Source: an optimization exercise on an open RTL-to-GDS flow (aim: small area, a short achievable clock period and few clock cycles per item). Production flows keep margins and buffers that such runs may drop.
The RTL was checked by simulation tests, not by an equivalence proof against the original design.
Power figures rest on the tool's default switching activity, not on a simulated workload.

## nccLogTop
module nccLogTop (
	input logic clk,
	input logic rst,
	input logic [8:0] inBeat,
	input logic inValid,
	output logic inReady,
	output logic signed [19:0] score,
	output logic scoreValid,
	input logic scoreReady
);
Size: ~2300 cells after synthesis, ~290 flip-flops, roughly 35 I/O pins, about 20000 sq um of cells after synthesis.
==> flow/config.mk <==
export PLATFORM = sky130hd
export DESIGN_NAME = nccLogTop
export DESIGN_NICKNAME = nccLogTop
export VERILOG_FILES = /design/flow/design.v
export SDC_FILE = /design/flow/constraint.sdc
export NUM_CORES = 4
export LEC_CHECK = 0
export ABC_AREA = 1
export CAP_MARGIN = 20
export CORE_MARGIN = 2
export CORE_UTILIZATION = 60
export SLEW_MARGIN = 20
==> flow/constraint.sdc <==
create_clock -name core_clock -period 10.0 [get_ports {clk}]
set_input_delay 2.0000 -clock core_clock [delete_from_list [all_inputs] [get_ports {clk}]]
set_output_delay 2.0000 -clock core_clock [all_outputs]
set_load 0.01 [all_outputs]
standard.sh (not shown) runs the stock make flow with config.mk's settings and CLKGATE_MAP_FILE= SYNTH_SCRIPT=/design/flow/synth_recipe.tcl, a recipe that flattens the netlist after the stock synthesis.
==> flow/flow/run.sh <==
#!/bin/bash
# The standard layout, with the port buffers made from buf_4 cells instead
# of the delay buffers buffer_ports picks by default, and timing repair
# asked to leave a setup margin.
set -euo pipefail
bash standard.sh BUFFER_PORTS_ARGS="-buffer_cell sky130_fd_sc_hd__buf_4" SETUP_SLACK_MARGIN=6.95 finish > standard.log 2>&1
Testbench counts at the start, summed over its fixed seeds: cycles 3,360, items 2,848.
Next try:
==> flow/flow/run.sh (replaced) <==
#!/bin/bash
# The standard layout, with the port buffers made from buf_4 cells instead
# of the delay buffers buffer_ports picks by default, and timing repair
# asked to leave a setup margin.
set -euo pipefail
bash standard.sh BUFFER_PORTS_ARGS="-buffer_cell sky130_fd_sc_hd__buf_4" SETUP_SLACK_MARGIN=6.9 finish > standard.log 2>&1
TNS_END_PERCENT = 20   (was default)
Effect: The new run finished clean. Global-route usage went up by 0.28 points. Total power went down by 0.93%. Die area stays the same. Synthesized area stays the same. Wire length went down by 0.36%. Worst setup slack loses 0.022 ns. Design area went down by 2.2%. Via count barely changes. Non-clock buffer count went down by 32. Clock skew hardly moves. Worst hold slack hardly moves.
Next try:
CORE_UTILIZATION = 70   (was 60)
TNS_END_PERCENT = default   (was 20)
Outcome: The changed run went through all stages and came out clean. Routed wire length came out higher by 3.0%. Setup slack is worse by 0.11 ns. Clock-buffer cell count came out lower by 1. Non-clock buffer count came out higher by 26. Combinational power came out higher by 5.2%. Hold slack is better by 0.0054 ns.
Next try:
CORE_UTILIZATION = 60   (was 70)
What happened: Worst hold slack gets worse by 0.0058 ns; register-to-register slack gets better by 0.15 ns; clock-buffer cell count climbs by 1; final area is about the same; setup slack gets better by 0.13 ns.

---

ember:
nccLogTop, a different RTL version from the one above (not shown whole).
For scale: about 20000 µm² of cells after synthesis.
// nccLogTop
module nccLogTop (
	input logic clk,
	input logic rst,
	input logic [8:0] inBeat,
	input logic inValid,
	output logic inReady,
	output logic signed [19:0] score,
	output logic scoreValid,
	input logic scoreReady
);
==> flow/config.mk <==
export PLATFORM = sky130hd
export DESIGN_NAME = nccLogTop
export DESIGN_NICKNAME = nccLogTop
export VERILOG_FILES = /design/flow/design.v
export SDC_FILE = /design/flow/constraint.sdc
export NUM_CORES = 4
export LEC_CHECK = 0
export ABC_AREA = 1
export CAP_MARGIN = 20
export CORE_MARGIN = 2
export CORE_UTILIZATION = 60
export CTS_BUF_LIST = sky130_fd_sc_hd__clkbuf_8
export SLEW_MARGIN = 20
==> flow/constraint.sdc <==
create_clock -name core_clock -period 10.0 [get_ports {clk}]
set_input_delay 2.0000 -clock core_clock [delete_from_list [all_inputs] [get_ports {clk}]]
set_output_delay 2.0000 -clock core_clock [all_outputs]
set_load 0.01 [all_outputs]
==> flow/flow/run.sh <==
#!/bin/bash
# The standard layout, with the port buffers made from buf_4 cells instead
# of the delay buffers buffer_ports picks by default, and timing repair
# asked to leave a setup margin.
set -euo pipefail
bash standard.sh BUFFER_PORTS_ARGS="-buffer_cell sky130_fd_sc_hd__buf_4" SETUP_SLACK_MARGIN=6.9 finish > standard.log 2>&1
Looking at the reports, ember completed the entire flow and the layout it produced met the timing, design-rule and antenna checks.
Testbench counts of ember, summed over its fixed seeds: cycles 3,360, items 2,848.
What delta does differently from ember at the input level:
diff --git a/flow/config.mk b/flow/config.mk
--- a/flow/config.mk
+++ b/flow/config.mk
@@ -10,4 +10,3 @@
 export CORE_MARGIN = 2
-export CORE_UTILIZATION = 60
-export CTS_BUF_LIST = sky130_fd_sc_hd__clkbuf_8
+export CORE_UTILIZATION = 40
 export SLEW_MARGIN = 20
--- outcome ---
Summary of delta over ember: number of cells after detailed placement increased by 222 relative to the old numbers, overall fraction of global-route tracks in use shrank by 9.8 points, standard cell core area rose about 50%, share of cell area taken by flip-flops and latches higher, tap cell count has increased.
What ember reported for number of placement rows has to be multiplied by 1.2 to get the figure for delta.
delta finished every stage and its layout cleared the timing, design-rule and antenna checks.
Looking at critical path class, the reg -> reg result is from ember; the reg -> out one comes from delta.
The final reports for delta and ember show final cell area excluding filler cells lower in the former.
Taking ember as the reference, in delta part of the total power dissipated in combinational logic moved down, layout-stage area growth over the synthesis result went down 0.74 points.
## Diff of input files: amber against delta
diff --git a/flow/config.mk b/flow/config.mk
--- a/flow/config.mk
+++ b/flow/config.mk
@@ -7,6 +7,5 @@
 export LEC_CHECK = 0
-export ABC_AREA = 1
 export CAP_MARGIN = 20
 export CORE_MARGIN = 2
-export CORE_UTILIZATION = 40
+export CORE_UTILIZATION = 60
 export SLEW_MARGIN = 20
==> comparison <==
amber reached the final stage; the timing, design-rule and antenna checks on its layout passed.
Taking delta as the reference, in amber register-to-register slack dropped 180 ps, final critical-path required period increased by 120 ps relative to the old numbers, final weighted congestion in routability-driven placement decreased by about 3.3% relative to the old numbers.
amber against delta: area of the die shrank by 31%, share of cell area taken by multi-input logic gates grew by 2.4 points.
For amber, the library cell contributing the largest single delay on the critical path was sky130_fd_sc_hd__fa_1, unlike delta, where it was sky130_fd_sc_hd__dfrtp_2.

---

nccLogTop with an RTL version that a note above also has.
For scale: roughly 2300 cells after synthesis, ~35 I/O pins, ~20000 sq um of cells after synthesis.
clock: 10.0 ns
lec_check: 0
abc_area: 1
cap_margin: 20
core_margin: 2
core_utilization: 60
slew_margin: 20
==> flow/flow/run.sh <==
#!/bin/bash
# The standard layout, with the port buffers made from buf_4 cells instead
# of the delay buffers buffer_ports picks by default, and timing repair
# asked to leave a setup margin.
set -euo pipefail
bash standard.sh BUFFER_PORTS_ARGS="-buffer_cell sky130_fd_sc_hd__buf_4" SETUP_SLACK_MARGIN=6.8 finish > standard.log 2>&1
Testbench counts at the start, summed over its fixed seeds: cycles 3,360, items 2,848.
Next try:
==> flow/flow/run.sh (replaced) <==
#!/bin/bash
# The standard layout, with the port buffers made from buf_4 cells instead
# of the delay buffers buffer_ports picks by default, and timing repair
# asked to leave a setup margin.
set -euo pipefail
bash standard.sh BUFFER_PORTS_ARGS="-buffer_cell sky130_fd_sc_hd__buf_4" SETUP_SLACK_MARGIN=6.9 finish > standard.log 2>&1
CORE_UTILIZATION = 50   (was 60)
What happened: The new run completed without violations. Design area came out higher by 1.5%. Critical path depth drops by 4. Final cell count goes up by 3.7%. Sequential power hardly moves. Clock-buffer cell count climbs by 4. Global-route usage fell by 3.5 points. Total power went down by 0.33%.
Next try:
==> flow/flow/run.sh (replaced) <==
#!/bin/bash
# The standard layout, with the port buffers made from buf_4 cells instead
# of the delay buffers buffer_ports picks by default, and timing repair
# asked to leave a setup margin.
set -euo pipefail
bash standard.sh BUFFER_PORTS_ARGS="-buffer_cell sky130_fd_sc_hd__buf_4" SETUP_SLACK_MARGIN=6.85 finish > standard.log 2>&1
CORE_UTILIZATION = 60   (was 50)
Outcome:
- fmax decreases slightly
- final cell count decreases by a few percent
- power increases slightly
- clock skew decreases by 0.0081 ns
- routed wire length decreases by a few percent
- core utilization increases by 10 points
- synthesized cell count does not change
- count of clock-buffer cells in the layout decreases by 4
- die area decreases by about a fifth
Next try:
==> flow/flow/run.sh (replaced) <==
#!/bin/bash
# The standard layout, with the port buffers made from buf_4 cells instead
# of the delay buffers buffer_ports picks by default, and timing repair
# asked to leave a setup margin.
set -euo pipefail
bash standard.sh BUFFER_PORTS_ARGS="-buffer_cell sky130_fd_sc_hd__buf_4" SETUP_SLACK_MARGIN=6.9 finish > standard.log 2>&1
PLACE_DENSITY = 0.75   (was default)
After rerunning: The new run passed the timing, design-rule and antenna checks. Cell area rose by about 1%. Via count rose by 2.3%. Setup slack improves by 0.042 ns. Wire length rose by about 3.4%. Total power rose by 1.1%. Core utilization rose by 0.70 points. Count of clock-buffer cells in the layout fell by 12. Critical path depth fell by 7.
Next try:
CTS_BUF_LIST = sky130_fd_sc_hd__clkbuf_4 sky130_fd_sc_hd__clkbuf_16   (was default)
PLACE_DENSITY = default   (was 0.75)
Count of clock-buffer cells in the layout is higher by 14.
Die area does not change.
Design area is about the same.
Clock skew is lower by 0.017 ns.
Worst hold slack degrades by 0.0036 ns.

---

## the reference run
nccLogTop again, from the RTL that the note above started with.
clock: 10.0 ns
lec_check: 0
abc_area: 1
cap_margin: 20
core_margin: 2
core_utilization: 60
slew_margin: 20
tns_end_percent: 0
==> flow/flow/run.sh <==
#!/bin/bash
# The standard layout, with the port buffers made from buf_4 cells instead
# of the delay buffers buffer_ports picks by default, and timing repair
# asked to leave a setup margin.
set -euo pipefail
bash standard.sh BUFFER_PORTS_ARGS="-buffer_cell sky130_fd_sc_hd__buf_4" SETUP_SLACK_MARGIN=6.9 finish > standard.log 2>&1
The reference run reached the end of the flow, and the finished layout is clean on the timing, design-rule and antenna checks.
Testbench counts of the reference run, summed over its fixed seeds: cycles 3,360, items 2,848.
Here is what was changed in the inputs of the trial run compared with the reference run.
Settings: a deleted TNS_END_PERCENT that had been 0; an added GPL_ROUTABILITY_DRIVEN of 0.
==> run notes <==
Comparing the trial run against the reference run, there is no change at all in synthesized cell area.
As far as worst hold slack is concerned, the reference run and the trial run perform about the same.
Post-route clock period utilization, the trial run and the reference run, higher one = the reference run.
Via-per-instance ratio, the trial run and the reference run, higher one = the trial run.
Looking at the trial run and the reference run, the layout inverter count without the clock tree is a wash.
Total wire length ends up higher on the trial run.
Looking at the trial run and the reference run, the die area is a wash.
[diff] fmax, the trial run relative to the reference run: improvement
In the final reports, the cell area of the trial run is larger than that of the reference run.
The run with more setup slack is the trial run; the reference run has less.

---

Another version of the RTL of nccLogTop (not shown whole).
Size: ~2,300 cells after synthesis, ~290 flip-flops, about 35 I/O pins, ~20,000 µm² of cells after synthesis.
clock: 10.0 ns
lec_check: 0
abc_area: 1
cap_margin: 20
core_margin: 2
core_utilization: 60
slew_margin: 20
==> flow/flow/run.sh <==
#!/bin/bash
# The standard layout, with the port buffers made from buf_4 cells instead
# of the delay buffers buffer_ports picks by default, and timing repair
# asked to leave a setup margin.
set -euo pipefail
bash standard.sh BUFFER_PORTS_ARGS="-buffer_cell sky130_fd_sc_hd__buf_4" SETUP_SLACK_MARGIN=7.0 finish > standard.log 2>&1
The starting point completed without violations.
Testbench counts at the start, summed over its fixed seeds: cycles 3,360, items 2,848.
Edit:
==> flow/flow/run.sh (replaced) <==
#!/bin/bash
# The standard layout, with the port buffers made from buf_4 cells instead
# of the delay buffers buffer_ports picks by default, and timing repair
# asked to leave a setup margin.
set -euo pipefail
bash standard.sh BUFFER_PORTS_ARGS="-buffer_cell sky130_fd_sc_hd__buf_4" SETUP_SLACK_MARGIN=6.9 finish > standard.log 2>&1
The changed run finished with timing, DRC and antenna clean.
Total power is lower by a few percent.
Setup slack is better by 0.028 ns.
Die area is unchanged.
Flip-flop and latch count is unchanged.
Synthesized cell count stays the same.

separate check: timing with driven ports:
Ports are ideal in the flow. The routed layouts listed here were re-timed in OpenROAD. Step 1: set_driving_cell puts a clkbuf_16 on clk and a buf_2 on each other input, an assumption about the parent block. Step 2 times the ports against the registers' clock, not the clock port: input delays grow and output delays shrink by t, the midpoint of the rising clock arrivals with the driver on. Three values: ideal, step 1, step 2; two values: the first two.
run	t (ns)	slack for setup (ns)	worst setup path after step 2	clock arrival spread, ns	slew at the worst register clock pin (ns)
the first run of note 1	0.556	6.947 / 6.893 / 6.530	input to register	0.021 / 0.021	0.06 / 0.06
the second run of note 1	0.558	6.925 / 6.896 / 6.393	input to register	0.022 / 0.023	0.06 / 0.06
the third run of note 1	0.617	6.818 / 6.818 / 6.434	input to register	0.029 / 0.029	0.06 / 0.06
the fourth run of note 1	0.555	6.950 / 6.897 / 6.513	input to register	0.019 / 0.018	0.06 / 0.06
ember	0.659	6.613 / 6.606 / 6.343	input to register	0.035 / 0.035	0.07 / 0.07
delta	0.605	6.824 / 6.769 / 6.444	input to register	0.015 / 0.015	0.06 / 0.06
amber	0.591	6.707 / 6.707 / 6.424	input to register	0.021 / 0.021	0.06 / 0.06
the first run of note 3	0.560	6.898 / 6.885 / 6.363	input to register	0.014 / 0.014	0.06 / 0.06
the second run of note 3	0.580	6.875 / 6.865 / 6.322	input to register	0.026 / 0.026	0.06 / 0.06
the third run of note 3	0.559	6.827 / 6.827 / 6.355	input to register	0.017 / 0.016	0.06 / 0.06
the fourth run of note 3	0.624	6.869 / 6.819 / 6.399	input to register	0.032 / 0.032	0.07 / 0.07
the fifth run of note 3	0.557	6.948 / 6.895 / 6.500	input to register	0.017 / 0.016	0.06 / 0.06
the reference run	0.622	6.834 / 6.830 / 6.259	input to register	0.019 / 0.020	0.07 / 0.07
the trial run	0.557	6.944 / 6.892 / 6.490	input to register	0.025 / 0.026	0.06 / 0.06
the first run of note 5	0.557	6.909 / 6.893 / 6.522	input to register	0.019 / 0.018	0.06 / 0.06
the second run of note 5	0.554	6.937 / 6.905 / 6.450	input to register	0.017 / 0.017	0.06 / 0.06
After both steps setup and hold are still met in every run listed. The setup slack of the reference run, which loses most, moves by -0.004 ns with the drivers and by -0.575 ns with both steps.
